This is an optimization exercise on Yosys and OpenROAD, whose aim is small area, a short achievable clock period and few clock cycles per item, not a production implementation. Only simulation tests tie the RTL to the original design; equivalence was not proved. Power is estimated from default activity; no workload was simulated.

### design.v
package csd_pkg;
	localparam int MAX_DECKS   = 8;
	localparam int DECK_CARDS  = 52;
	localparam int SUIT_COUNT  = 4;
	localparam int RANK_COUNT  = 13;
	localparam int STORE_DEPTH = MAX_DECKS * DECK_CARDS;
	localparam int ADDR_W      = 9;
	localparam int RND_W       = 31;
	localparam int CFG_W       = 9;
	localparam logic [1:0] OP_DEAL    = 2'd0;
	localparam logic [1:0] OP_LOAD    = 2'd1;
	localparam logic [1:0] OP_ARM     = 2'd2;
	localparam logic [1:0] OP_STEP    = 2'd3;
	localparam logic REG_DECK_COUNT   = 1'b0;
	localparam logic REG_CUT_POSITION = 1'b1;
	typedef struct packed {
		logic [1:0]       op;
		logic [RND_W-1:0] random_value;
	} req_t;
	typedef struct packed {
		logic              card_valid;
		logic [3:0]        card_rank;
		logic [1:0]        card_suit;
		logic [ADDR_W-1:0] cards_left;
		logic              reshuffle_needed;
		logic              shuffle_busy;
	} rsp_t;
	typedef struct packed {
		logic [1:0] suit;
		logic [3:0] rank;
	} card_t;
	typedef struct packed {
		logic              we;
		logic [ADDR_W-1:0] addr;
		card_t             data;
	} ram_wr_t;
	typedef struct packed {
		logic              re;
		logic [ADDR_W-1:0] addr;
	} ram_rd_t;
endpackage
import csd_pkg::*;
module csd_mod_unit (
	input  logic                       clk,
	input  logic                       arst_n,
	input  logic                       in_valid,
	input  logic [csd_pkg::RND_W-1:0]  dividend,
	input  logic [csd_pkg::ADDR_W-1:0] divisor,
	input  logic [csd_pkg::ADDR_W+1:0] divisor3,
	output logic                       any_valid,
	output logic                       out_valid,
	output logic [csd_pkg::ADDR_W-1:0] out_rem,
	output logic [csd_pkg::ADDR_W-1:0] out_div
);
	localparam int NST = RND_W / 2;      
	function automatic logic [ADDR_W-1:0] r4step(input logic [ADDR_W-1:0] r,
		input logic [1:0] v, input logic [ADDR_W-1:0] d, input logic [ADDR_W+1:0] d3);
		logic [ADDR_W+2:0] t, s1, s2, s3;
		t  = {1'b0, r, v};
		s1 = t - {3'b0, d};
		s2 = t - {2'b0, d, 1'b0};
		s3 = t - {1'b0, d3};
		if (!s3[ADDR_W+2])      r4step = s3[ADDR_W-1:0];
		else if (!s2[ADDR_W+2]) r4step = s2[ADDR_W-1:0];
		else if (!s1[ADDR_W+2]) r4step = s1[ADDR_W-1:0];
		else                    r4step = t[ADDR_W-1:0];
	endfunction
	function automatic logic [ADDR_W-1:0] r2step(input logic [ADDR_W-1:0] r,
		input logic b, input logic [ADDR_W-1:0] d);
		logic [ADDR_W+1:0] t;
		t = {2'b0, r, b} - {2'b0, d};
		r2step = t[ADDR_W+1] ? {r[ADDR_W-2:0], b} : t[ADDR_W-1:0];
	endfunction
	logic              v_q   [0:NST];
	logic [RND_W-3:0]  x_q   [0:NST];
	logic [ADDR_W-1:0] r_q   [0:NST];
	logic [ADDR_W-1:0] d_q   [0:NST];
	logic [ADDR_W+1:0] d3_q  [0:NST];
	logic [1:0]        top2;
	always_ff @(posedge clk or negedge arst_n) begin
		if (!arst_n) begin
			for (int s = 0; s <= NST; s++) v_q[s] <= 1'b0;
		end else begin
			v_q[0] <= in_valid;
			for (int s = 1; s <= NST; s++) v_q[s] <= v_q[s-1];
		end
	end
	always_comb begin
		top2 = dividend[RND_W-1:RND_W-2];
		if (divisor == 9'd2)                          top2 = {1'b0, top2[0]};
		else if (divisor == 9'd3 && top2 == 2'd3)     top2 = 2'd0;
	end
	always_ff @(posedge clk) begin
		x_q[0]  <= dividend[RND_W-3:0];
		r_q[0]  <= {7'd0, top2};
		d_q[0]  <= divisor;
		d3_q[0] <= divisor3;
	end
	for (genvar s = 1; s <= NST; s++) begin : g_st
		localparam int DONE = (2 * s + 2 > RND_W) ? RND_W : 2 * s + 2;
		logic [ADDR_W-1:0] r_n;
		always_comb begin
			if (2 * s + 2 > RND_W) r_n = r2step(r_q[s-1], x_q[s-1][RND_W-3], d_q[s-1]);
			else                   r_n = r4step(r_q[s-1], x_q[s-1][RND_W-3:RND_W-4], d_q[s-1], d3_q[s-1]);
			if (DONE < ADDR_W) r_n = r_n & ADDR_W'((1 << DONE) - 1);
		end
		always_ff @(posedge clk) begin
			x_q[s]  <= x_q[s-1] << 2;
			r_q[s]  <= r_n;
			d_q[s]  <= d_q[s-1];
			d3_q[s] <= d3_q[s-1];
		end
	end
	always_comb begin
		any_valid = 1'b0;
		for (int s = 0; s <= NST; s++) any_valid = any_valid | v_q[s];
	end
	assign out_valid = v_q[NST];
	assign out_rem   = r_q[NST];
	assign out_div   = d_q[NST];
endmodule
import csd_pkg::*;
module csd_card_ram (
	input  logic           clk,
	input  logic [7:0]     shift,
	input  logic           fix,
	input  logic [7:0]     shift_prev,
	input  csd_pkg::card_t fixd,
	input  logic [7:0]     e_oh,
	input  logic [7:0]     load,
	input  logic [25:0]    wr_hi,
	input  logic [15:0]    wr_lo,
	input  logic [25:0]    rd_hi,
	input  logic [15:0]    rd_lo_a,
	input  logic [15:0]    rd_lo_b,
	output csd_pkg::card_t rdata
);
	localparam int N = STORE_DEPTH;
	logic [N-1:0][5:0] st;
	logic [N-1:0][5:0] st_n;
	logic [5:0]        top;
	logic [N-1:0]      s_sh, s_h, s_nw;
	logic [N-1:0][5:0] nwv, prevs;
	logic [25:0][5:0] row;
	logic [6:0][5:0]  grp;
	logic [6:0][5:0]  grp_q;
	always_comb begin
		logic [5:0] acc;
		for (int h = 0; h < 26; h++) begin
			acc = '0;
			for (int l = 0; l < 16; l++)
				acc = acc | ({6{(h < 13) ? rd_lo_a[l] : rd_lo_b[l]}} & st[16 * h + l]);
			row[h] = acc;
		end
		for (int g = 0; g < 7; g++) begin
			acc = '0;
			for (int h = 4 * g; h < 4 * g + 4 && h < 26; h++)
				acc = acc | ({6{rd_hi[h]}} & row[h]);
			grp[g] = acc;
		end
		acc = '0;
		for (int g = 0; g < 7; g++) acc = acc | grp_q[g];
		rdata = acc;
	end
	always_ff @(posedge clk) begin
		grp_q <= grp;
	end
	assign top   = st[N-1];
	always_comb begin
		for (int p = 0; p < N; p++) begin
			logic [5:0] prev;
			logic       ws;
			logic [5:0] wv;
			if (p == 0) begin
				prev = top;
			end else if ((p % 52) == 0 && e_oh[p / 52]) begin
				prev = top;
			end else begin
				prev = st[p-1];
			end
			wv[3:0] = load[p / 52] ? 4'((p % 13) + 1) : top[3:0];
			wv[5:4] = load[p / 52] ? 2'((p / 13) % 4) : top[5:4];
			nwv[p]  = ~wv;
			prevs[p]    = prev;
			ws      = load[p / 52] | (wr_hi[p >> 4] & wr_lo[p & 15]);
			s_nw[p] = !ws;
			s_sh[p] = shift[p / 52] & !ws;
			s_h[p]  = !shift[p / 52] & !ws;
		end
	end
	for (genvar p = 0; p < N; p++) begin : g_slot
		for (genvar b = 0; b < 6; b++) begin : g_bit
			csd_slot_bit u_bit (
				.s_sh (s_sh[p]),
				.s_h  (s_h[p]),
				.s_nw (s_nw[p]),
				.nwv  (nwv[p][b]),
				.prev (prevs[p][b]),
				.q    (st[p][b]),
				.d    (st_n[p][b])
			);
		end
	end
	always_ff @(posedge clk) begin
		for (int p = 0; p < N; p++) begin
			if (fix && (p % 52) == 0 && e_oh[p / 52] &&
				!shift_prev[p / 52] && !shift[p / 52])
				st[p] <= fixd;
			else if (fix && (p % 52) == 1 && e_oh[p / 52] &&
				(shift_prev[p / 52] ^ shift[p / 52]))
				st[p] <= fixd;
			else if (fix && (p % 52) == 2 && e_oh[p / 52] &&
				shift_prev[p / 52] && shift[p / 52])
				st[p] <= fixd;
			else
				st[p] <= st_n[p];
		end
	end
endmodule
module csd_slot_bit (
	input  logic s_sh,
	input  logic s_h,
	input  logic s_nw,
	input  logic nwv,
	input  logic prev,
	input  logic q,
	output logic d
);
	logic x;
	assign x = ~((s_sh & prev) | (s_h & q));
	assign d = ~((s_nw | nwv) & x);
endmodule
import csd_pkg::*;
module card_shoe_shuffle_deal (
	input  logic             clk,
	input  logic             arst_n,
	input  logic             start,
	output logic             busy,
	input  csd_pkg::req_t    req,
	output logic             done,
	output csd_pkg::rsp_t    rsp,
	input  logic             cfg_we,
	input  logic             cfg_index,
	input  logic [csd_pkg::CFG_W-1:0] cfg_data
);
	localparam logic [ADDR_W-1:0] TOP_SLOT = ADDR_W'(STORE_DEPTH - 1);
	logic [3:0]        deck_count_q;
	logic [ADDR_W-1:0] cut_position_q;
	logic [ADDR_W-1:0] shoe_size_q;
	logic [ADDR_W-1:0] deal_position_q;
	logic [ADDR_W-1:0] shuffle_index_q;
	logic              shuffle_active_q;
	logic              busy_q;
	logic [ADDR_W-1:0] entry_q;          
	logic [7:0]        e_oh_q;           
	logic [ADDR_W-1:0] base_q;           
	logic              aligned_q;        
	logic [ADDR_W-1:0] dslot_q;          
	logic              barrier_q;
	logic              load_pend_q;
	logic              pend_q;           
	logic              a_valid_q;        
	logic [ADDR_W-1:0] a_rslot_q;
	logic [ADDR_W-1:0] a_wslot_q;
	logic              x_valid_q;        
	logic              f1_q;             
	logic              fix_q;            
	logic [7:0]        sh_prev_q;        
	logic              acc2_q;
	logic              deal_card2_q;
	logic [ADDR_W-1:0] cards_left1_q;
	logic              reshuffle1_q;
	logic              shuffle_busy1_q;
	csd_pkg::card_t    fixd_q;
	logic              ready_q;          
	logic [25:0]       rd_hi_q, wr_hi_q;
	logic [15:0]       rd_lo_a_q, rd_lo_b_q, wr_lo_q;
	logic              idle_q;           
	logic              ld_any_q;         
	logic [7:0]        sh_q;             
	logic [7:0]        ld_q;             
	logic              acc_q;
	logic              deal_card_q;
	logic              done_q;
	logic              card_valid_q;
	csd_pkg::card_t    card_q;
	logic [ADDR_W-1:0] cards_left_q;
	logic              reshuffle_q;
	logic              shuffle_busy_q;
	logic              accept;
	logic              deal_ok;
	logic              step_ok;
	logic              stop_reached;
	logic [3:0]        decks_sat;
	logic [ADDR_W-1:0] shoe_of_decks;
	logic              in_valid;
	logic              m_any;
	logic              m_valid;
	logic [ADDR_W-1:0] m_rem;
	logic [ADDR_W-1:0] m_div;
	logic              do_load;
	logic              idle_shift;
	logic              ring_shift;
	logic              at_top;
	logic [ADDR_W-1:0] base_inc;
	logic [ADDR_W-1:0] dslot_inc;
	logic [ADDR_W-1:0] new_entry;
	csd_pkg::card_t    rdata;
	logic [ADDR_W-1:0] shoe_size_n, deal_position_n, shuffle_index_n;
	logic              shuffle_active_n, p_zero, p_inc;
	logic              barrier_n, pend_n, pend_deal_n;
	logic [ADDR_W-1:0] base_n;
	logic [ADDR_W-1:0] rslot, wslot;
	assign decks_sat     = (deck_count_q > 4'(MAX_DECKS)) ? 4'(MAX_DECKS) : deck_count_q;
	assign shoe_of_decks = ADDR_W'(decks_sat) * ADDR_W'(DECK_CARDS);
	assign stop_reached  = (deal_position_q >= cut_position_q) ||
		(deal_position_q >= shoe_size_q);
	assign deal_ok       = !shuffle_active_q && !stop_reached &&
		(deal_position_q < ADDR_W'(STORE_DEPTH));
	assign step_ok       = shuffle_active_q && (shuffle_index_q != '0);
	assign accept   = start && ready_q;
	assign in_valid = accept && (req.op == OP_STEP) && step_ok;
	csd_mod_unit u_mod (
		.clk       (clk),
		.arst_n    (arst_n),
		.in_valid  (in_valid),
		.dividend  (req.random_value),
		.divisor   (shuffle_index_q + 9'd1),
		.divisor3  ({2'b0, shuffle_index_q} + {1'b0, shuffle_index_q, 1'b0} + 11'd3),
		.any_valid (m_any),
		.out_valid (m_valid),
		.out_rem   (m_rem),
		.out_div   (m_div)
	);
	assign do_load    = ld_any_q;
	assign idle_shift = idle_q;
	assign ring_shift = x_valid_q || idle_shift;
	assign at_top     = (base_q == TOP_SLOT);
	assign base_inc   = at_top ? entry_q : base_q + 9'd1;
	assign dslot_inc  = (dslot_q == TOP_SLOT) ? entry_q : dslot_q + 9'd1;
	assign new_entry  = ADDR_W'(STORE_DEPTH) - shoe_size_q;
	csd_card_ram u_ram (
		.clk     (clk),
		.shift   (sh_q),
		.fix     (fix_q),
		.shift_prev (sh_prev_q),
		.fixd    (fixd_q),
		.e_oh    (e_oh_q),
		.load    (ld_q),
		.wr_hi   (wr_hi_q),
		.wr_lo   (wr_lo_q),
		.rd_hi   (rd_hi_q),
		.rd_lo_a (rd_lo_a_q),
		.rd_lo_b (rd_lo_b_q),
		.rdata   (rdata)
	);
	always_ff @(posedge clk or negedge arst_n) begin
		if (!arst_n) begin
			deck_count_q   <= 4'd6;
			cut_position_q <= 9'd234;
		end else if (cfg_we) begin
			unique case (cfg_index)
				REG_DECK_COUNT:   deck_count_q   <= cfg_data[3:0];
				REG_CUT_POSITION: cut_position_q <= cfg_data;
				default: begin
				end
			endcase
		end
	end
	always_comb begin
		shoe_size_n      = shoe_size_q;
		deal_position_n  = deal_position_q;
		shuffle_index_n  = shuffle_index_q;
		shuffle_active_n = shuffle_active_q;
		p_zero           = 1'b0;
		p_inc            = 1'b0;
		if (accept) begin
			unique case (req.op)
				OP_DEAL: begin
					if (deal_ok) begin
						deal_position_n = deal_position_q + 9'd1;
						p_inc           = 1'b1;
					end
				end
				OP_LOAD: begin
					shoe_size_n     = shoe_of_decks;
					deal_position_n = '0;
					p_zero          = 1'b1;
					if (decks_sat != 4'd0) begin
						shuffle_index_n  = shoe_of_decks - 9'd1;
						shuffle_active_n = 1'b1;
					end else begin
						shuffle_index_n  = '0;
						shuffle_active_n = 1'b0;
					end
				end
				OP_ARM: begin
					if (shoe_size_q > 9'd1) begin
						shuffle_index_n  = shoe_size_q - 9'd1;
						shuffle_active_n = 1'b1;
					end else begin
						shuffle_index_n  = '0;
						shuffle_active_n = 1'b0;
						deal_position_n  = '0;
						p_zero           = 1'b1;
					end
				end
				default: begin
					if (step_ok) begin
						shuffle_index_n = shuffle_index_q - 9'd1;
						if (shuffle_index_q == 9'd1) begin
							shuffle_active_n = 1'b0;
							deal_position_n  = '0;
							p_zero           = 1'b1;
						end
					end else begin
						shuffle_active_n = 1'b0;
					end
				end
			endcase
		end
	end
	always_comb begin
		if (accept && (req.op == OP_LOAD || req.op == OP_ARM)) barrier_n = 1'b1;
		else if (do_load) barrier_n = 1'b0;
		else if (barrier_q && !pend_q && !load_pend_q && (aligned_q || at_top)) barrier_n = 1'b0;
		else barrier_n = barrier_q;
		pend_n = in_valid || m_any || a_valid_q || x_valid_q || f1_q;
		pend_deal_n = in_valid || m_any || a_valid_q || x_valid_q;
		if (do_load)         base_n = new_entry;
		else if (ring_shift) base_n = base_inc;
		else                 base_n = base_q;
	end
	logic       load_pend_n, aligned_n, idle_n, ld_any_n;
	logic [7:0] e_oh_n, sh_n, ld_n;
	always_comb begin
		if (accept && req.op == OP_LOAD) load_pend_n = 1'b1;
		else if (do_load)                load_pend_n = 1'b0;
		else                             load_pend_n = load_pend_q;
		if (do_load)         aligned_n = 1'b1;
		else if (ring_shift) aligned_n = at_top;
		else                 aligned_n = aligned_q;
		for (int n = 0; n < 8; n++)
			e_oh_n[n] = do_load ? (shoe_size_q == ADDR_W'(STORE_DEPTH - DECK_CARDS * n)) : e_oh_q[n];
		idle_n   = barrier_n && !load_pend_n && !pend_n && !aligned_n;
		ld_any_n = barrier_n && load_pend_n && !pend_n;
		for (int n = 0; n < 8; n++) begin
			logic in_ring;
			in_ring = 1'b0;
			for (int m = 0; m <= n; m++) in_ring = in_ring | e_oh_n[m];
			sh_n[n] = (a_valid_q || idle_n) && in_ring;
			ld_n[n] = ld_any_n && (shoe_size_n >= ADDR_W'(STORE_DEPTH - DECK_CARDS * n));
		end
	end
	always_ff @(posedge clk or negedge arst_n) begin
		if (!arst_n) begin
			idle_q   <= 1'b0;
			ld_any_q <= 1'b0;
			sh_q     <= '0;
			ld_q     <= '0;
		end else begin
			idle_q   <= idle_n;
			ld_any_q <= ld_any_n;
			sh_q     <= sh_n;
			ld_q     <= ld_n;
		end
	end
	always_ff @(posedge clk or negedge arst_n) begin
		if (!arst_n) begin
			shoe_size_q      <= '0;
			deal_position_q  <= '0;
			shuffle_index_q  <= '0;
			shuffle_active_q <= 1'b0;
			busy_q           <= 1'b0;
			ready_q          <= 1'b1;
			barrier_q        <= 1'b0;
			load_pend_q      <= 1'b0;
			pend_q           <= 1'b0;
			a_valid_q        <= 1'b0;
			x_valid_q        <= 1'b0;
			f1_q             <= 1'b0;
			fix_q            <= 1'b0;
			sh_prev_q        <= '0;
			entry_q          <= ADDR_W'(STORE_DEPTH);
			e_oh_q           <= '0;
			base_q           <= ADDR_W'(STORE_DEPTH);
			aligned_q        <= 1'b1;
			dslot_q          <= ADDR_W'(STORE_DEPTH);
		end else begin
			shoe_size_q      <= shoe_size_n;
			deal_position_q  <= deal_position_n;
			shuffle_index_q  <= shuffle_index_n;
			shuffle_active_q <= shuffle_active_n;
			busy_q           <= barrier_n || (pend_deal_n && !shuffle_active_n);
			ready_q          <= !(barrier_n || (pend_deal_n && !shuffle_active_n));
			barrier_q        <= barrier_n;
			pend_q           <= pend_n;
			a_valid_q        <= m_valid;
			x_valid_q        <= a_valid_q;
			f1_q             <= x_valid_q;
			fix_q            <= f1_q;
			sh_prev_q        <= sh_q;
			if (accept && req.op == OP_LOAD) load_pend_q <= 1'b1;
			else if (do_load)                load_pend_q <= 1'b0;
			base_q <= base_n;
			if (do_load) begin
				entry_q   <= new_entry;
				for (int n = 0; n < 8; n++)
					e_oh_q[n] <= (shoe_size_q == ADDR_W'(STORE_DEPTH - DECK_CARDS * n));
				aligned_q <= 1'b1;
			end else if (ring_shift) begin
				aligned_q <= at_top;
			end
			if (do_load)               dslot_q <= new_entry;
			else if (p_zero)           dslot_q <= base_n;
			else if (ring_shift || p_inc) dslot_q <= dslot_inc;
		end
	end
	always_ff @(posedge clk) begin
		a_rslot_q <= m_rem - m_div + ADDR_W'(STORE_DEPTH);
		a_wslot_q <= m_rem - m_div + ADDR_W'(STORE_DEPTH + 1);
		fixd_q    <= rdata;
	end
	assign rslot = a_valid_q ? a_rslot_q : dslot_q;
	assign wslot = a_wslot_q;
	always_ff @(posedge clk) begin
		for (int k = 0; k < 26; k++) rd_hi_q[k] <= (rslot[8:4] == 5'(k));
		for (int k = 0; k < 16; k++) rd_lo_a_q[k] <= (rslot[3:0] == 4'(k)) && (rslot < 9'd208);
		for (int k = 0; k < 16; k++) rd_lo_b_q[k] <= (rslot[3:0] == 4'(k)) && (rslot >= 9'd208);
		for (int k = 0; k < 26; k++) wr_hi_q[k] <= a_valid_q && (wslot[8:4] == 5'(k));
		for (int k = 0; k < 16; k++) wr_lo_q[k] <= (wslot[3:0] == 4'(k));
	end
	always_ff @(posedge clk or negedge arst_n) begin
		if (!arst_n) begin
			acc_q        <= 1'b0;
			deal_card_q  <= 1'b0;
			acc2_q       <= 1'b0;
			deal_card2_q <= 1'b0;
			done_q       <= 1'b0;
		end else begin
			acc_q       <= accept;
			deal_card_q <= accept && (req.op == OP_DEAL) && deal_ok;
			acc2_q       <= acc_q;
			deal_card2_q <= deal_card_q;
			done_q       <= acc2_q;
		end
	end
	always_ff @(posedge clk) begin
		cards_left1_q   <= shoe_size_q - deal_position_q;
		reshuffle1_q    <= stop_reached;
		shuffle_busy1_q <= shuffle_active_q;
		card_valid_q    <= deal_card2_q;
		card_q          <= deal_card2_q ? rdata : '0;
		cards_left_q    <= cards_left1_q;
		reshuffle_q     <= reshuffle1_q;
		shuffle_busy_q  <= shuffle_busy1_q;
	end
	assign busy = busy_q;
	assign done = done_q;
	always_comb begin
		rsp.card_valid       = card_valid_q;
		rsp.card_rank        = card_q.rank;
		rsp.card_suit        = card_q.suit;
		rsp.cards_left       = cards_left_q;
		rsp.reshuffle_needed = reshuffle_q;
		rsp.shuffle_busy     = shuffle_busy_q;
	end
endmodule
module card_shoe (
	input  logic       clk,
	input  logic       arst_n,
	input  logic       start,
	output logic       busy,
	input  logic [1:0] req_op,
	input  logic [30:0] req_random,
	output logic       done,
	output logic       rsp_card_valid,
	output logic [3:0] rsp_card_rank,
	output logic [1:0] rsp_card_suit,
	output logic [8:0] rsp_cards_left,
	output logic       rsp_reshuffle_needed,
	output logic       rsp_shuffle_busy,
	input  logic       cfg_we,
	input  logic       cfg_index,
	input  logic [8:0] cfg_data
);
	csd_pkg::req_t req;
	csd_pkg::rsp_t rsp;
	assign req.op           = req_op;
	assign req.random_value = req_random;
	card_shoe_shuffle_deal u_core (
		.clk       (clk),
		.arst_n    (arst_n),
		.start     (start),
		.busy      (busy),
		.req       (req),
		.done      (done),
		.rsp       (rsp),
		.cfg_we    (cfg_we),
		.cfg_index (cfg_index),
		.cfg_data  (cfg_data)
	);
	assign rsp_card_valid       = rsp.card_valid;
	assign rsp_card_rank        = rsp.card_rank;
	assign rsp_card_suit        = rsp.card_suit;
	assign rsp_cards_left       = rsp.cards_left;
	assign rsp_reshuffle_needed = rsp.reshuffle_needed;
	assign rsp_shuffle_busy     = rsp.shuffle_busy;
endmodule
### flow/run.sh
#!/bin/bash
# Layout flow: the standard ORFS flow (standard.sh, standard synthesis unchanged,
# same clock period and constraints), with two changes to how the layout is made:
#  - the port buffers are plain buffers (sky130_fd_sc_hd__buf_4) instead of the delay
#    cell buffer_ports picks by default; every port still gets its buffer;
#  - repair_timing is asked for 6.5 ns of setup slack, so it sizes and buffers the
#    paths longer than 3.5 ns instead of stopping at the 10 ns clock.
# The full output of the run goes to flow_run.log in the work folder; ORFS keeps each
# step's own log under orfs/logs/.
set -euo pipefail
export BUFFER_PORTS_ARGS="-buffer_cell sky130_fd_sc_hd__buf_4"
export SETUP_SLACK_MARGIN=6.5
bash standard.sh finish > flow_run.log 2>&1
### standard.sh
#!/bin/bash
# synth_recipe.tcl (not shown) runs the flow's synth.tcl, then flattens the netlist and writes it again
# the make line also repeats each setting of config.mk as NAME=value (left out here)
make -C /OpenROAD-flow-scripts/flow DESIGN_CONFIG=/design/flow/config.mk WORK_HOME=/design/flow/orfs CLKGATE_MAP_FILE= SYNTH_SCRIPT=/design/flow/synth_recipe.tcl "${@:-finish}"
### config.mk
export PLATFORM = sky130hd
export DESIGN_NAME = card_shoe
export DESIGN_NICKNAME = card_shoe
export VERILOG_FILES = /design/flow/design.v
export SDC_FILE = /design/flow/constraint.sdc
export NUM_CORES = 4
export LEC_CHECK = 0
export CAP_MARGIN = 20
export CELL_PAD_IN_SITES_DETAIL_PLACEMENT = 1
export CELL_PAD_IN_SITES_GLOBAL_PLACEMENT = 1
export CORE_MARGIN = 2
export CORE_UTILIZATION = 30
export CTS_CLUSTER_DIAMETER = 130
export CTS_CLUSTER_SIZE = 20
export PLACE_DENSITY = 0.5
export SLEW_MARGIN = 20
export SYNTH_HIERARCHICAL = 1
### constraint.sdc
create_clock -name core_clock -period 10.0 [get_ports {clk}]
set_input_delay 2.0000 -clock core_clock [delete_from_list [all_inputs] [get_ports {clk}]]
set_output_delay 2.0000 -clock core_clock [all_outputs]
set_load 0.01 [all_outputs]
==> out/qor.yml <==
combPwrFrac: 0.402
synth_seq_area_share: 0.4625
synthTopCellsByArea: "dfxtp_1 (44%), a22oi_1 (15%), o21ai_1 (8.4%)"
synth_seq_cells: 3475
grt_pass1_wl_um: 999400
io_buffers: 66
fin_nets: 16240
hp-class: "reg -> reg"
hold_viol_final: 0
io_pins: 67
power_frac_seq: 0.443
ys_types: 102
p_switching_w: 0.02564
synth-main-ff-cell: "dfxtp_1"
worstPathRequired_ps: 8000
antenna_found_initial: 46
setup-violations-final: 0
grt-ovfl-total: 0
area_delta_synth_final_pct: 8.832
p_leak_nw: 56.44
clockPowerShare: 0.156
worstSetupPathType: "reg -> out"
slowest_stage: "dfrtp_1"
htreeDepth: 4
p_sw_frac: 0.4494
drive_above_1_share: 0.06213
worstPathArrival_ps: 1560
worst-path-buf-inv: 1
routed_wl_um: 698200
cts_tree: "done"
core_area_um2: 504900
die_h_um: 715.5
tightestPinTransition_ps: 1231
cap_violations: 0
clock_path_buffers: 4
die_width_um: 715.5
status: "no timing/DRC/antenna violations"
synth_async_sr_flop_share: 0.03827
grt_max_degree: 93
layout_min_cycle_time_ps: 3563
root_buffer: "clkbuf_16"
post-dp-hpwl_um: 488100
clock-sinks: 3475
utilization: 0.3274
via_per_inst: 5.998
critPathMaxStageDelay_ps: 440
slew_headroom: 0.1773
clock.fmax_ghz: 0.2806
routedWlPerCell_um: 31.08
path_delay_family: "flip-flops"
crit_start: "u_core.busy_q"
drt_drc_violations_left: 0
power_density_nw_per_um2: 345.1
internal_power_w: 0.03141
synth-edff-count: 0
dpl_worst_slack_ps: 5736
numCtsBuffers: 198
synth_area_leader_cell: "dfxtp_1"
num_rows: 261
worstSetupEndpointType: "primary output"
avgSynthCellArea_um2: 9.554
hp-start: "u_core.u_mod.x_q[5][24]"
cp-start-kind: "register"
clk_latency_ps: 990
syn_area_um2: 151900
clk_pin_slew_ps: 90
drt-initial-drc-count: 12270
synth_nets: 16440
crit_chain: "buf_6"
yosys_warnings: 14
peakVddDrop_mv: 0.1556
fin_setup_tns_ps: 0
rsz0062_at_grt: "true"
grt_util_all_layers: 0.2617
cp_max_fo: 1
cts_hold_buf: 0
grt_pass1_vias: 134300
finalMaxSlewViolations: 0
syn_inst: 15900
setup_ws_ps: 6437
fin_skew_ps: 67.78
first_pass_iters: 6
initial_core_util: 0.3008
vias: 134700
holdWs_ps: 312.5
gp_congestion: 0.8746
r2r_start: "u_core.ld_q[4]"
die-area_um2: 512000
synth_top_area_frac: 0.4405
finalCritPeriodShare: 0.3563
ant_nets: 0
==> final timing paths <==
| check | cells past startpoint | end | slack, ps |
|---|---|---|---|
| max in group asynchronous | 2 | u_core.a_valid_q | 7580 |
| min reg2reg | 0 | u_core.u_mod.x_q[6][26] | 310 |
| max | 1 | busy | 6440 |
| min in group asynchronous | 1 | u_core.cut_position_q[4] | 1060 |
| max reg2reg | 4 | u_core.u_ram.st[1254] | 6600 |
| min | 0 | u_core.u_mod.x_q[6][26] | 310 |
==> cells in the mapped netlist (50+ instances only) <==
library cell and instances:
a21oi_1 663, o21a_1 104, clkbuf_1 368, nand2b_1 144
nand3_1 237, ha_1 450, nor2_1 441, a22oi_1 2975
xnor2_1 137, inv_1 423, dfxtp_1 3342, o21ai_0 314
a221oi_1 404, mux2_2 227, xor2_1 89, dfrtp_1 115
and2_1 435, a22o_1 410, buf_2 151, buf_1 70
nor2b_1 511, mux2i_1 71, o21ai_1 2542, nand2_1 235
a21o_1 66, buf_6 50, nor3_1 111, nand4_1 152
==> per-module statistics from Yosys, one instance, submodules excluded, a selection <==
module | area, µm² | times used | flip-flops and latches | cells inside
csd_mod_unit | 32430 | 1 | 667 | 3341
csd_card_ram | 76430 | 1 | 2538 | 6347
csd_slot_bit | 12.51 | 2496 | 0 | 2
card_shoe_shuffle_deal | 11800 | 1 | 270 | 1218
==> state kept, by name (all words and copies together) (netlist names), 16 cells and up <==
register and count:
u_core.rd_lo_a_q 16, u_core.wr_lo_q 16, u_core.u_ram.grp_q 42, u_core.rd_lo_b_q 16, u_core.u_mod.v_q 16, u_core.u_ram.st 2496
u_core.u_mod.r_q 128, u_core.wr_hi_q 26, u_core.rd_hi_q 26, u_core.u_mod.d_q 144, u_core.u_mod.d3_q 154, u_core.u_mod.x_q 225
==> power groups by stage <==
| stage | combinational [W] | clock (W) | sequential (W) |
|---|---|---|---|
| 6_report | 0.0229 | 0.00887 | 0.0252 |
| 5_1_grt | 0.0255 | 0.00964 | 0.0256 |
| 4_1_cts | 0.0230 | 0.00920 | 0.0251 |
| 3_5_place_dp | 0.0228 | 0 | 0.0254 |
| 3_3_place_gp | 0.0226 | 0 | 0.0255 |
| 2_1_floorplan | 0.0166 | 0 | 0.0214 |
==> stage by stage <==
stage	instances	instance area, µm²	power, W
2_1_floorplan	15900	151900	0.03797
3_3_place_gp	22200	159700	0.04805
3_5_place_dp	22200	159700	0.04824
4_1_cts	22440	165200	0.05728
5_1_grt	22450	165300	0.06079
6_report	22470	165300	0.05705
==> cell families after synthesis <==
family / after synthesis / share of synthesized area
AO/OA/AOI/OAI: 7882 / 0.3413
flip-flops: 3475 / 0.4625
AND/OR/NAND/NOR: 2444 / 0.08772
buffers and inverters: 1077 / 0.03074
adder cells (fa/ha/maj): 496 / 0.04313
multiplexers: 298 / 0.02151
XOR/XNOR: 226 / 0.01303
==> metal layers <==
layer / routed length (µm) / track usage / vias to the layer above
met2: 314200 / 0.4196 / 3847
li1: - / - / 61260
met5: 131 / 0 / -
met3: 34450 / 0.02799 / 865
met4: 22240 / 0.07674 / 18
met1: 327200 / 0.3699 / 68750
==> repair_timing <==
| item | 4_1_cts | 5_1_grt |
|---|---|---|
| endpoints found under the setup margin | 20 | 23 |
| pin swaps | 0 | 1 |
| setup buffers | 0 | 2 |
| resized for setup | 36 | 3 |
==> area by class of cell <==
type	instances	area, µm²
antenna	18	45.04
clock buffer	233	5181
clock inverter	12	187.7
fill	57360	339600
inverter	424	1605
multi-input combinational	11350	77310
sequential	3475	70520
tap	6706	8391
timing repair buffer	251	2056
==> cells in the final DEF, fill, tap and decap left out, types with 27 or more instances in the layout <==
cell type / netlist / routed
fa_1: 46 / 46
dfrtp_1: 115 / 95
nor3_1: 111 / 110
o211ai_1: 37 / 37
a22o_1: 410 / 410
nor4_1: 36 / 35
o21ai_1: 2542 / 2543
ha_1: 450 / 447
nand4_1: 152 / 152
xnor2_1: 137 / 137
nand3_1: 237 / 237
inv_1: 423 / 421
o21a_1: 104 / 104
nor2_2: 3 / 30
dfxtp_1: 3342 / 3265
and2_1: 435 / 435
nand2b_2: 0 / 27
nor2_1: 441 / 392
a21o_1: 66 / 66
xor2_1: 89 / 89
nand2b_1: 144 / 117
a211oi_1: 48 / 48
nand2_1: 235 / 234
or3_1: 35 / 35
mux2_2: 227 / 227
o31a_1: 37 / 37
clkbuf_1: 368 / 30
a21oi_1: 663 / 661
a221oi_1: 404 / 404
o21ai_0: 314 / 313
buf_4: 12 / 224
nor2b_1: 511 / 511
mux2i_1: 71 / 71
dfxtp_4: 0 / 51
a31oi_1: 37 / 37
clkbuf_16: 0 / 202
a22oi_1: 2975 / 2975
Testbench counts, summed over its fixed seeds: cycles 10,852, requests 10,252.

==> afterwards: timing with drivers on the ports <==
In the flow no input, the clock included, has a driving cell. The finished layout below was timed again as built, in two steps. Step 1 (the two cells are an assumption about what drives the block):
set clk [get_ports {clk}]
set_driving_cell -lib_cell sky130_fd_sc_hd__clkbuf_16 $clk
set_driving_cell -lib_cell sky130_fd_sc_hd__buf_2 [delete_from_list [all_inputs] $clk]
Step 2, shift: input delay + t, output delay - t, t = (earliest + latest rising clock arrival at the registers) / 2. This alone moves slack from input paths to output paths. Three values: ideal, step 1, step 2; two values: the first two.
t (ns): 1.086
setup slack, ns: 6.437 / 6.313 / 5.744
worst register clock-pin slew, ns: 0.10 / 0.10
After both steps setup and hold are still met in this run. The setup slack of this run moves by -0.124 ns with the drivers and by -0.693 ns with both steps.
